This design comes from an exercise in tuning for small area, a short achievable clock period and few clock cycles on the open sky130 flow, not from production work. Where RTL was checked, it was by simulation tests only, not by an equivalence proof against the original. No activity file was given, so power comes from the tool's default toggle rates.

==> inputs of lagoon <==
==> flow/design.v (excerpt) <==
module mac_array (
  input  logic        clk,
  input  logic        arst_n_in,
  input  logic        in_valid,
  output logic        in_ready,
  input  logic [63:0] a_in,
  input  logic [63:0] b_in,
  input  logic        in_last,
  input  logic        round_in,
  input  logic        sat_in,
  output logic        out_valid,
  input  logic        out_ready,
  output logic [63:0] out,
  output logic [3:0]  out_ovf
);
==> module mac_lane, before the edit <==
module mac_lane #(
  parameter int unsigned NV = 85,
  parameter bit          INV_PART = 1'b0
) (
  input  logic        clk_i,
  input  logic        rst_ni,
  input  logic        take_i,     
  input  logic        take2_i,    
  input  logic [15:0] a_i,
  input  logic [15:0] b_i,
  input  logic        v1_i,       
  input  logic        l1_i,       
  input  logic        rnd_i,      
  input  logic        rnd_f_i,    
  input  logic        sat_f_i,
  output logic [15:0] res_o,      
  output logic        ovf_o
);
  logic [15:0]   a_q;
  logic [7:0]    one_d, two_d, neg_d, one_q, two_q, neg_q;
  logic [NV-1:0] pv, pv_q;
  logic [47:0]   rs, rc;
  logic [47:15]  fin_q;
  always_comb begin
    for (int i = 0; i < 8; i++) begin
      {neg_d[i], two_d[i], one_d[i]} =
        mac_pkg::booth_enc(b_i[2*i+1], b_i[2*i], (i == 0) ? 1'b0 : b_i[2*i-1]);
    end
  end
  logic [15:0] a_n_q, a_m_q, a_m;
  logic [7:0]  one_n_q, two_n_q;
  always_ff @(posedge clk_i) begin
    a_n_q   <= take_i ? ~a_i : 16'hffff;
    a_m_q   <= take2_i ? ~a_i : 16'hffff;
    one_n_q <= ~one_d;
    two_n_q <= ~two_d;
    neg_q   <= neg_d;
  end
  assign a_q   = ~a_n_q;
  assign a_m   = ~a_m_q;
  assign one_q = ~one_n_q;
  assign two_q = ~two_n_q;
  mac_pp_tree u_pp (.a(a_q), .a2(a_m), .one(one_q), .two(two_q), .neg(neg_q), .v(pv));
  always_ff @(posedge clk_i) begin
    pv_q <= pv;
  end
  logic [47:0] acc_q, acc_g, acc_n, pend, t;
  logic [7:1]  cc_q, cc_g;
  logic [7:0]  co;
  logic        part_q;
  if (INV_PART) begin : g_first
    logic first_q;
    always_ff @(posedge clk_i or negedge rst_ni) begin
      if (!rst_ni) begin
        first_q <= 1'b1;
      end else if (v1_i) begin
        first_q <= l1_i;
      end
    end
    assign part_q = ~first_q;
  end else begin : g_part
    always_ff @(posedge clk_i or negedge rst_ni) begin
      if (!rst_ni) begin
        part_q <= 1'b0;
      end else if (v1_i) begin
        part_q <= ~l1_i;
      end
    end
  end
  assign acc_g = part_q ? acc_q : 48'h0;
  assign cc_g  = part_q ? cc_q : 7'h0;
  mac_acc_tree u_acc (.v(pv_q), .acc(acc_g), .s(rs), .c(rc));
  for (genvar gj = 0; gj < 8; gj++) begin : g_blk
    mac_add6c u_blk (
      .a (rs[6*gj +: 6]),
      .b (rc[6*gj +: 6]),
      .ci((gj == 0) ? 1'b0 : cc_g[gj]),
      .co(co[gj]),
      .y (acc_n[6*gj +: 6])
    );
  end
  always_ff @(posedge clk_i) begin
    acc_q <= acc_n;
    cc_q  <= co[6:0];
  end
  always_comb begin
    pend = 48'h0;
    for (int j = 1; j < 8; j++) pend[6*j] = cc_q[j];
    pend[15] = rnd_i;
  end
  mac_add48 u_fin (.a(acc_q), .b(pend), .y(t));
  always_ff @(posedge clk_i) begin
    fin_q <= t[47:15];
  end
  logic wrap, sgn;
  always_comb begin
    wrap  = rnd_f_i & fin_q[47] & ~|fin_q[46:15];
    sgn   = fin_q[47] & ~wrap;
    ovf_o = ~(&fin_q[47:31] | ~|fin_q[47:31]);
    res_o = (sat_f_i & ovf_o) ? (sgn ? 16'h8000 : 16'h7fff) : fin_q[31:16];
  end
endmodule
==> module mac_add6c, before the edit <==
module mac_add6c (
  input  logic [5:0] a,
  input  logic [5:0] b,
  input  logic        ci,
  output logic        co,
  output logic [5:0] y
);
  logic [5:0] g, p, cy;
  assign g = {a[5:1] & b[5:1], (a[0] & b[0]) | ((a[0] ^ b[0]) & ci)};
  assign p = a ^ b;
  logic gg1, pp1;
  logic gg2, pp2;
  logic gg3, pp3;
  logic gg4, pp4;
  logic gg5, pp5;
  logic gg6, pp6;
  logic gg7, pp7;
  assign gg1 = g[1] | (p[1] & g[0]);
  assign pp1 = 1'b0;
  assign gg2 = g[3] | (p[3] & g[2]);
  assign pp2 = p[3] & p[2];
  assign gg3 = g[5] | (p[5] & g[4]);
  assign pp3 = p[5] & p[4];
  assign gg4 = g[2] | (p[2] & gg1);
  assign pp4 = 1'b0;
  assign gg5 = gg2 | (pp2 & gg1);
  assign pp5 = 1'b0;
  assign gg6 = g[4] | (p[4] & gg5);
  assign pp6 = 1'b0;
  assign gg7 = gg3 | (pp3 & gg5);
  assign pp7 = 1'b0;
  assign cy[0] = ci;
  assign cy[1] = g[0];
  assign cy[2] = gg1;
  assign cy[3] = gg4;
  assign cy[4] = gg5;
  assign cy[5] = gg6;
  assign y = p ^ cy;
  assign co = gg7;
endmodule
clock: 7.0 ns
lec_check: 0
abc_area: 1
cap_margin: 20
core_margin: 2
core_utilization: 40
cts_cluster_diameter: 120
cts_cluster_size: 22
setup_slack_margin: 4.1
slew_margin: 20
standard.sh (not shown) runs the stock make flow with config.mk's settings and CLKGATE_MAP_FILE= SYNTH_SCRIPT=/design/flow/synth_recipe.tcl, a recipe that flattens the netlist after the stock synthesis.
==> flow/flow/run.sh <==
#!/bin/bash
# Standard layout flow, with the port buffers made from a regular buffer
# cell (the default pick is a delay cell). All tool output is in
# orfs/logs/ (per step) and in standard.log here.
set -euo pipefail
export BUFFER_PORTS_ARGS="-buffer_cell sky130_fd_sc_hd__buf_1"
bash standard.sh > standard.log 2>&1
==> maple (differences from lagoon) <==
--- a/flow/design.v
+++ b/flow/design.v
@@ -55,4 +55,4 @@
   logic [47:0] acc_q, acc_g, acc_n, pend, t;
-  logic [7:1]  cc_q, cc_g;
-  logic [7:0]  co;
+  logic [5:1]  cc_q, cc_g;
+  logic [5:0]  co;
   logic        part_q;
@@ -78,11 +78,11 @@
   assign acc_g = part_q ? acc_q : 48'h0;
-  assign cc_g  = part_q ? cc_q : 7'h0;
+  assign cc_g  = part_q ? cc_q : 5'h0;
   mac_acc_tree u_acc (.v(pv_q), .acc(acc_g), .s(rs), .c(rc));
-  for (genvar gj = 0; gj < 8; gj++) begin : g_blk
-    mac_add6c u_blk (
-      .a (rs[6*gj +: 6]),
-      .b (rc[6*gj +: 6]),
+  for (genvar gj = 0; gj < 6; gj++) begin : g_blk
+    mac_add8c u_blk (
+      .a (rs[8*gj +: 8]),
+      .b (rc[8*gj +: 8]),
       .ci((gj == 0) ? 1'b0 : cc_g[gj]),
       .co(co[gj]),
-      .y (acc_n[6*gj +: 6])
+      .y (acc_n[8*gj +: 8])
     );
@@ -91,3 +91,3 @@
     acc_q <= acc_n;
-    cc_q  <= co[6:0];
+    cc_q  <= co[4:0];
   end
@@ -95,3 +95,3 @@
     pend = 48'h0;
-    for (int j = 1; j < 8; j++) pend[6*j] = cc_q[j];
+    for (int j = 1; j < 6; j++) pend[8*j] = cc_q[j];
     pend[15] = rnd_i;
@@ -931,11 +931,11 @@
 endmodule
-module mac_add6c (
-  input  logic [5:0] a,
-  input  logic [5:0] b,
+module mac_add8c (
+  input  logic [7:0] a,
+  input  logic [7:0] b,
   input  logic        ci,
   output logic        co,
-  output logic [5:0] y
+  output logic [7:0] y
 );
-  logic [5:0] g, p, cy;
-  assign g = {a[5:1] & b[5:1], (a[0] & b[0]) | ((a[0] ^ b[0]) & ci)};
+  logic [7:0] g, p, cy;
+  assign g = {a[7:1] & b[7:1], (a[0] & b[0]) | ((a[0] ^ b[0]) & ci)};
   assign p = a ^ b;
@@ -948,2 +948,7 @@
   logic gg7, pp7;
+  logic gg8, pp8;
+  logic gg9, pp9;
+  logic gg10, pp10;
+  logic gg11, pp11;
+  logic gg12, pp12;
   assign gg1 = g[1] | (p[1] & g[0]);
@@ -954,10 +959,20 @@
   assign pp3 = p[5] & p[4];
-  assign gg4 = g[2] | (p[2] & gg1);
-  assign pp4 = 1'b0;
-  assign gg5 = gg2 | (pp2 & gg1);
+  assign gg4 = g[7] | (p[7] & g[6]);
+  assign pp4 = p[7] & p[6];
+  assign gg5 = g[2] | (p[2] & gg1);
   assign pp5 = 1'b0;
-  assign gg6 = g[4] | (p[4] & gg5);
+  assign gg6 = gg2 | (pp2 & gg1);
   assign pp6 = 1'b0;
-  assign gg7 = gg3 | (pp3 & gg5);
-  assign pp7 = 1'b0;
+  assign gg7 = g[6] | (p[6] & gg3);
+  assign pp7 = p[6] & pp3;
+  assign gg8 = gg4 | (pp4 & gg3);
+  assign pp8 = pp4 & pp3;
+  assign gg9 = g[4] | (p[4] & gg6);
+  assign pp9 = 1'b0;
+  assign gg10 = gg3 | (pp3 & gg6);
+  assign pp10 = 1'b0;
+  assign gg11 = gg7 | (pp7 & gg6);
+  assign pp11 = 1'b0;
+  assign gg12 = gg8 | (pp8 & gg6);
+  assign pp12 = 1'b0;
   assign cy[0] = ci;
@@ -965,7 +980,9 @@
   assign cy[2] = gg1;
-  assign cy[3] = gg4;
-  assign cy[4] = gg5;
-  assign cy[5] = gg6;
+  assign cy[3] = gg5;
+  assign cy[4] = gg6;
+  assign cy[5] = gg9;
+  assign cy[6] = gg10;
+  assign cy[7] = gg11;
   assign y = p ^ cy;
-  assign co = gg7;
+  assign co = gg12;
 endmodule
--- a/flow/config.mk
+++ b/flow/config.mk
@@ -13,3 +13,3 @@
 export CTS_CLUSTER_SIZE = 22
-export SETUP_SLACK_MARGIN = 4.1
+export SETUP_SLACK_MARGIN = 4.05
 export SLEW_MARGIN = 20
==> qor summary <==
metric	lagoon	maple
Status	timing/DRC/antenna clean	timing/DRC/antenna clean
CTS Buf Count	59	58
Final-layout non-clock buffer area share	2.28%	1.98%
CP Depth	13	1
HP Start	r0_q$_DFF_P_	r1_q$_DFF_P_
Total power after layout	33400 uW	33200 uW
Startpoint of the worst register-to-register path	g_lane[2].u_lane.g_first.first_q$_DFFE_PN1P_	g_lane[0].u_lane.two_n_q[5]$_DFF_P_
Final period demand of the worst path	2.89 ns	2.91 ns
Chip Width	400 um	398 um
Count of buffering cells on the critical path with inverters included	6	1
Gr usage total	17.7%	17.7%
Area fraction in compound gates after synthesis	7.48%	7.61%
Routed via count divided by cell count	4.89	4.88
Function was not checked in any run of this note: the RTL went through the layout flow alone.


==> wip/tundra: inputs <==
Another version of the RTL of mac_array (not shown whole).
// mac_array
module mac_array (
  input  logic        clk,
  input  logic        arst_n_in,
  input  logic        in_valid,
  output logic        in_ready,
  input  logic [63:0] a_in,
  input  logic [63:0] b_in,
  input  logic        in_last,
  input  logic        round_in,
  input  logic        sat_in,
  output logic        out_valid,
  input  logic        out_ready,
  output logic [63:0] out,
  output logic [3:0]  out_ovf
);
  localparam int unsigned RW = 68;   
  logic          busy_q, take, pop, o_free;
  logic          v0_q, l0_q, v1_q, l1_q, l2_q, done_q;
  logic          r0_q, s0_q, r1_q, s1_q, r2_q, s2_q, r3_q, s3_q;
  logic [1:0]    cnt_q, cnt_d;
  logic [RW-1:0] res, o_q;
  logic          ov_q;
  logic [RW-1:0] sk_q [2];
  logic [1:0]    sc_q;
  logic          rp_q, wp_q;
  assign take     = in_valid & ~busy_q;
  assign in_ready = ~busy_q;
  assign pop      = ov_q & out_ready;
  ...
==> module mac_add8c, before the edit <==
module mac_add8c (
  input  logic [7:0] a,
  input  logic [7:0] b,
  input  logic        ci,
  output logic        co,
  output logic [7:0] y
);
  logic [7:0] g, p, x;
  logic [8:0]   c;
  logic [1:0] gg, gp;
  assign g = a & b;
  assign p = a | b;
  assign x = a ^ b;
  assign c[0] = ci;
  assign gg[0] = (g[3])
      | (g[2] & p[3])
      | (g[1] & p[2] & p[3])
      | (g[0] & p[1] & p[2] & p[3]);
  assign gp[0] = p[0] & p[1] & p[2] & p[3];
  assign gg[1] = (g[7])
      | (g[6] & p[7])
      | (g[5] & p[6] & p[7])
      | (g[4] & p[5] & p[6] & p[7]);
  assign gp[1] = p[4] & p[5] & p[6] & p[7];
  assign c[4] = (gg[0])
      | (ci & gp[0]);
  assign c[8] = (gg[1])
      | (gg[0] & gp[1])
      | (ci & gp[0] & gp[1]);
  assign c[1] = (g[0])
      | (c[0] & p[0]);
  assign c[2] = (g[1])
      | (g[0] & p[1])
      | (c[0] & p[0] & p[1]);
  assign c[3] = (g[2])
      | (g[1] & p[2])
      | (g[0] & p[1] & p[2])
      | (c[0] & p[0] & p[1] & p[2]);
  assign c[5] = (g[4])
      | (c[4] & p[4]);
  assign c[6] = (g[5])
      | (g[4] & p[5])
      | (c[4] & p[4] & p[5]);
  assign c[7] = (g[6])
      | (g[5] & p[6])
      | (g[4] & p[5] & p[6])
      | (c[4] & p[4] & p[5] & p[6]);
  assign y = x ^ c[7:0];
  assign co = c[8];
endmodule
export LEC_CHECK = 0
export ABC_AREA = 1
export CAP_MARGIN = 20
export CORE_MARGIN = 2
export CORE_UTILIZATION = 40
export SETUP_SLACK_MARGIN = 4.05
export SLEW_MARGIN = 20
create_clock -name core_clock -period 7.0 [get_ports {clk}]
run.sh (not shown) runs the stock make flow with config.mk's settings and CLKGATE_MAP_FILE= SYNTH_SCRIPT=/design/flow/synth_recipe.tcl, a recipe that flattens the netlist after the stock synthesis.
Stock flow here: none of the scripts above is used.
==> inputs of wip/violet, as changes to wip/tundra <==
--- a/flow/design.v
+++ b/flow/design.v
@@ -916,44 +916,51 @@
 );
-  logic [7:0] g, p, x;
-  logic [8:0]   c;
-  logic [1:0] gg, gp;
-  assign g = a & b;
-  assign p = a | b;
-  assign x = a ^ b;
-  assign c[0] = ci;
-  assign gg[0] = (g[3])
-      | (g[2] & p[3])
-      | (g[1] & p[2] & p[3])
-      | (g[0] & p[1] & p[2] & p[3]);
-  assign gp[0] = p[0] & p[1] & p[2] & p[3];
-  assign gg[1] = (g[7])
-      | (g[6] & p[7])
-      | (g[5] & p[6] & p[7])
-      | (g[4] & p[5] & p[6] & p[7]);
-  assign gp[1] = p[4] & p[5] & p[6] & p[7];
-  assign c[4] = (gg[0])
-      | (ci & gp[0]);
-  assign c[8] = (gg[1])
-      | (gg[0] & gp[1])
-      | (ci & gp[0] & gp[1]);
-  assign c[1] = (g[0])
-      | (c[0] & p[0]);
-  assign c[2] = (g[1])
-      | (g[0] & p[1])
-      | (c[0] & p[0] & p[1]);
-  assign c[3] = (g[2])
-      | (g[1] & p[2])
-      | (g[0] & p[1] & p[2])
-      | (c[0] & p[0] & p[1] & p[2]);
-  assign c[5] = (g[4])
-      | (c[4] & p[4]);
-  assign c[6] = (g[5])
-      | (g[4] & p[5])
-      | (c[4] & p[4] & p[5]);
-  assign c[7] = (g[6])
-      | (g[5] & p[6])
-      | (g[4] & p[5] & p[6])
-      | (c[4] & p[4] & p[5] & p[6]);
-  assign y = x ^ c[7:0];
-  assign co = c[8];
+  logic [7:0] g, p, cy;
+  assign g = {a[7:1] & b[7:1], (a[0] & b[0]) | ((a[0] ^ b[0]) & ci)};
+  assign p = a ^ b;
+  logic gg1, pp1;
+  logic gg2, pp2;
+  logic gg3, pp3;
+  logic gg4, pp4;
+  logic gg5, pp5;
+  logic gg6, pp6;
+  logic gg7, pp7;
+  logic gg8, pp8;
+  logic gg9, pp9;
+  logic gg10, pp10;
+  logic gg11, pp11;
+  logic gg12, pp12;
+  assign gg1 = g[1] | (p[1] & g[0]);
+  assign pp1 = 1'b0;
+  assign gg2 = g[3] | (p[3] & g[2]);
+  assign pp2 = p[3] & p[2];
+  assign gg3 = g[5] | (p[5] & g[4]);
+  assign pp3 = p[5] & p[4];
+  assign gg4 = g[7] | (p[7] & g[6]);
+  assign pp4 = p[7] & p[6];
+  assign gg5 = g[2] | (p[2] & gg1);
+  assign pp5 = 1'b0;
+  assign gg6 = gg2 | (pp2 & gg1);
+  assign pp6 = 1'b0;
+  assign gg7 = g[6] | (p[6] & gg3);
+  assign pp7 = p[6] & pp3;
+  assign gg8 = gg4 | (pp4 & gg3);
+  assign pp8 = pp4 & pp3;
+  assign gg9 = g[4] | (p[4] & gg6);
+  assign pp9 = 1'b0;
+  assign gg10 = gg3 | (pp3 & gg6);
+  assign pp10 = 1'b0;
+  assign gg11 = gg7 | (pp7 & gg6);
+  assign pp11 = 1'b0;
+  assign gg12 = gg8 | (pp8 & gg6);
+  assign pp12 = 1'b0;
+  assign cy[0] = ci;
+  assign cy[1] = g[0];
+  assign cy[2] = gg1;
+  assign cy[3] = gg5;
+  assign cy[4] = gg6;
+  assign cy[5] = gg9;
+  assign cy[6] = gg10;
+  assign cy[7] = gg11;
+  assign y = p ^ cy;
+  assign co = gg12;
 endmodule
- CORE_UTILIZATION: 40 -> 55
==> inputs of wip/raven, as changes to wip/tundra <==
--- a/flow/design.v
+++ b/flow/design.v
@@ -916,44 +916,51 @@
 );
-  logic [7:0] g, p, x;
-  logic [8:0]   c;
-  logic [1:0] gg, gp;
-  assign g = a & b;
-  assign p = a | b;
-  assign x = a ^ b;
-  assign c[0] = ci;
-  assign gg[0] = (g[3])
-      | (g[2] & p[3])
-      | (g[1] & p[2] & p[3])
-      | (g[0] & p[1] & p[2] & p[3]);
-  assign gp[0] = p[0] & p[1] & p[2] & p[3];
-  assign gg[1] = (g[7])
-      | (g[6] & p[7])
-      | (g[5] & p[6] & p[7])
-      | (g[4] & p[5] & p[6] & p[7]);
-  assign gp[1] = p[4] & p[5] & p[6] & p[7];
-  assign c[4] = (gg[0])
-      | (ci & gp[0]);
-  assign c[8] = (gg[1])
-      | (gg[0] & gp[1])
-      | (ci & gp[0] & gp[1]);
-  assign c[1] = (g[0])
-      | (c[0] & p[0]);
-  assign c[2] = (g[1])
-      | (g[0] & p[1])
-      | (c[0] & p[0] & p[1]);
-  assign c[3] = (g[2])
-      | (g[1] & p[2])
-      | (g[0] & p[1] & p[2])
-      | (c[0] & p[0] & p[1] & p[2]);
-  assign c[5] = (g[4])
-      | (c[4] & p[4]);
-  assign c[6] = (g[5])
-      | (g[4] & p[5])
-      | (c[4] & p[4] & p[5]);
-  assign c[7] = (g[6])
-      | (g[5] & p[6])
-      | (g[4] & p[5] & p[6])
-      | (c[4] & p[4] & p[5] & p[6]);
-  assign y = x ^ c[7:0];
-  assign co = c[8];
+  logic [7:0] g, p, cy;
+  assign g = {a[7:1] & b[7:1], (a[0] & b[0]) | ((a[0] ^ b[0]) & ci)};
+  assign p = a ^ b;
+  logic gg1, pp1;
+  logic gg2, pp2;
+  logic gg3, pp3;
+  logic gg4, pp4;
+  logic gg5, pp5;
+  logic gg6, pp6;
+  logic gg7, pp7;
+  logic gg8, pp8;
+  logic gg9, pp9;
+  logic gg10, pp10;
+  logic gg11, pp11;
+  logic gg12, pp12;
+  assign gg1 = g[1] | (p[1] & g[0]);
+  assign pp1 = 1'b0;
+  assign gg2 = g[3] | (p[3] & g[2]);
+  assign pp2 = p[3] & p[2];
+  assign gg3 = g[5] | (p[5] & g[4]);
+  assign pp3 = p[5] & p[4];
+  assign gg4 = g[7] | (p[7] & g[6]);
+  assign pp4 = p[7] & p[6];
+  assign gg5 = g[2] | (p[2] & gg1);
+  assign pp5 = 1'b0;
+  assign gg6 = gg2 | (pp2 & gg1);
+  assign pp6 = 1'b0;
+  assign gg7 = g[6] | (p[6] & gg3);
+  assign pp7 = p[6] & pp3;
+  assign gg8 = gg4 | (pp4 & gg3);
+  assign pp8 = pp4 & pp3;
+  assign gg9 = g[4] | (p[4] & gg6);
+  assign pp9 = 1'b0;
+  assign gg10 = gg3 | (pp3 & gg6);
+  assign pp10 = 1'b0;
+  assign gg11 = gg7 | (pp7 & gg6);
+  assign pp11 = 1'b0;
+  assign gg12 = gg8 | (pp8 & gg6);
+  assign pp12 = 1'b0;
+  assign cy[0] = ci;
+  assign cy[1] = g[0];
+  assign cy[2] = gg1;
+  assign cy[3] = gg5;
+  assign cy[4] = gg6;
+  assign cy[5] = gg9;
+  assign cy[6] = gg10;
+  assign cy[7] = gg11;
+  assign y = p ^ cy;
+  assign co = gg12;
 endmodule
==> notes <==
Area after synthesis is the same in wip/raven and wip/violet.
Final cell count, highest first: wip/tundra, wip/raven, wip/violet.
Of wip/tundra and wip/violet, wip/tundra has the higher via count (gap about 10%, measured against wip/violet).
Fmax: wip/raven is smaller than wip/tundra (0.48%).
Worst hold slack, highest first: wip/tundra, wip/violet, wip/raven.
Of wip/violet and wip/tundra, wip/violet has the higher first-iteration DRC count (gap about 2.6%, measured against wip/tundra).
Critical path depth, highest first: wip/raven, wip/tundra, wip/violet.
In sequential cell count, wip/tundra and wip/raven do not differ.
In wip/raven the final area is higher than in wip/violet, by 1.2%.
Testbench counts of wip/violet, summed over its fixed seeds: cycles 20,723.
Testbench counts of wip/raven, summed over its fixed seeds: cycles 20,723.
For wip/tundra, only the layout was checked, not whether the RTL still works.

## port drivers added, routing unchanged
How much do the figures lean on ideal ports? The routed layouts below were timed once more, with nothing changed but the port constraints.
Step 1, drivers: a clkbuf_16 drives clk and a buf_2 each remaining input, both assumed.
Step 2 adds t to the input delays and takes it off the output delays; t is the mean of the earliest and latest rising clock arrival at the registers after step 1. Input paths then give back, and output paths get back, about the clock's delay inside the block.
Slacks: ideal ports / drivers / drivers and shift; pairs: ideal ports / drivers.
| run | t (ns) | setup WS [ns] | worst setup path at the end |
|---|---|---|---|
| lagoon | 0.766 | 4.113 / 4.113 / 3.615 | input to register |
| maple | 0.768 | 4.088 / 4.014 / 3.566 | input to register |
| wip/tundra | 0.820 | 4.111 / 4.032 / 3.579 | input to register |
| wip/violet | 0.769 | 4.098 / 4.025 / 3.514 | input to register |
| wip/raven | 0.803 | 4.097 / 4.024 / 3.682 | input to register |
After both steps setup and hold are still met in every run listed. For wip/violet, which loses most, drivers alone change the setup slack by -0.073 ns; drivers and shift together by -0.584 ns.
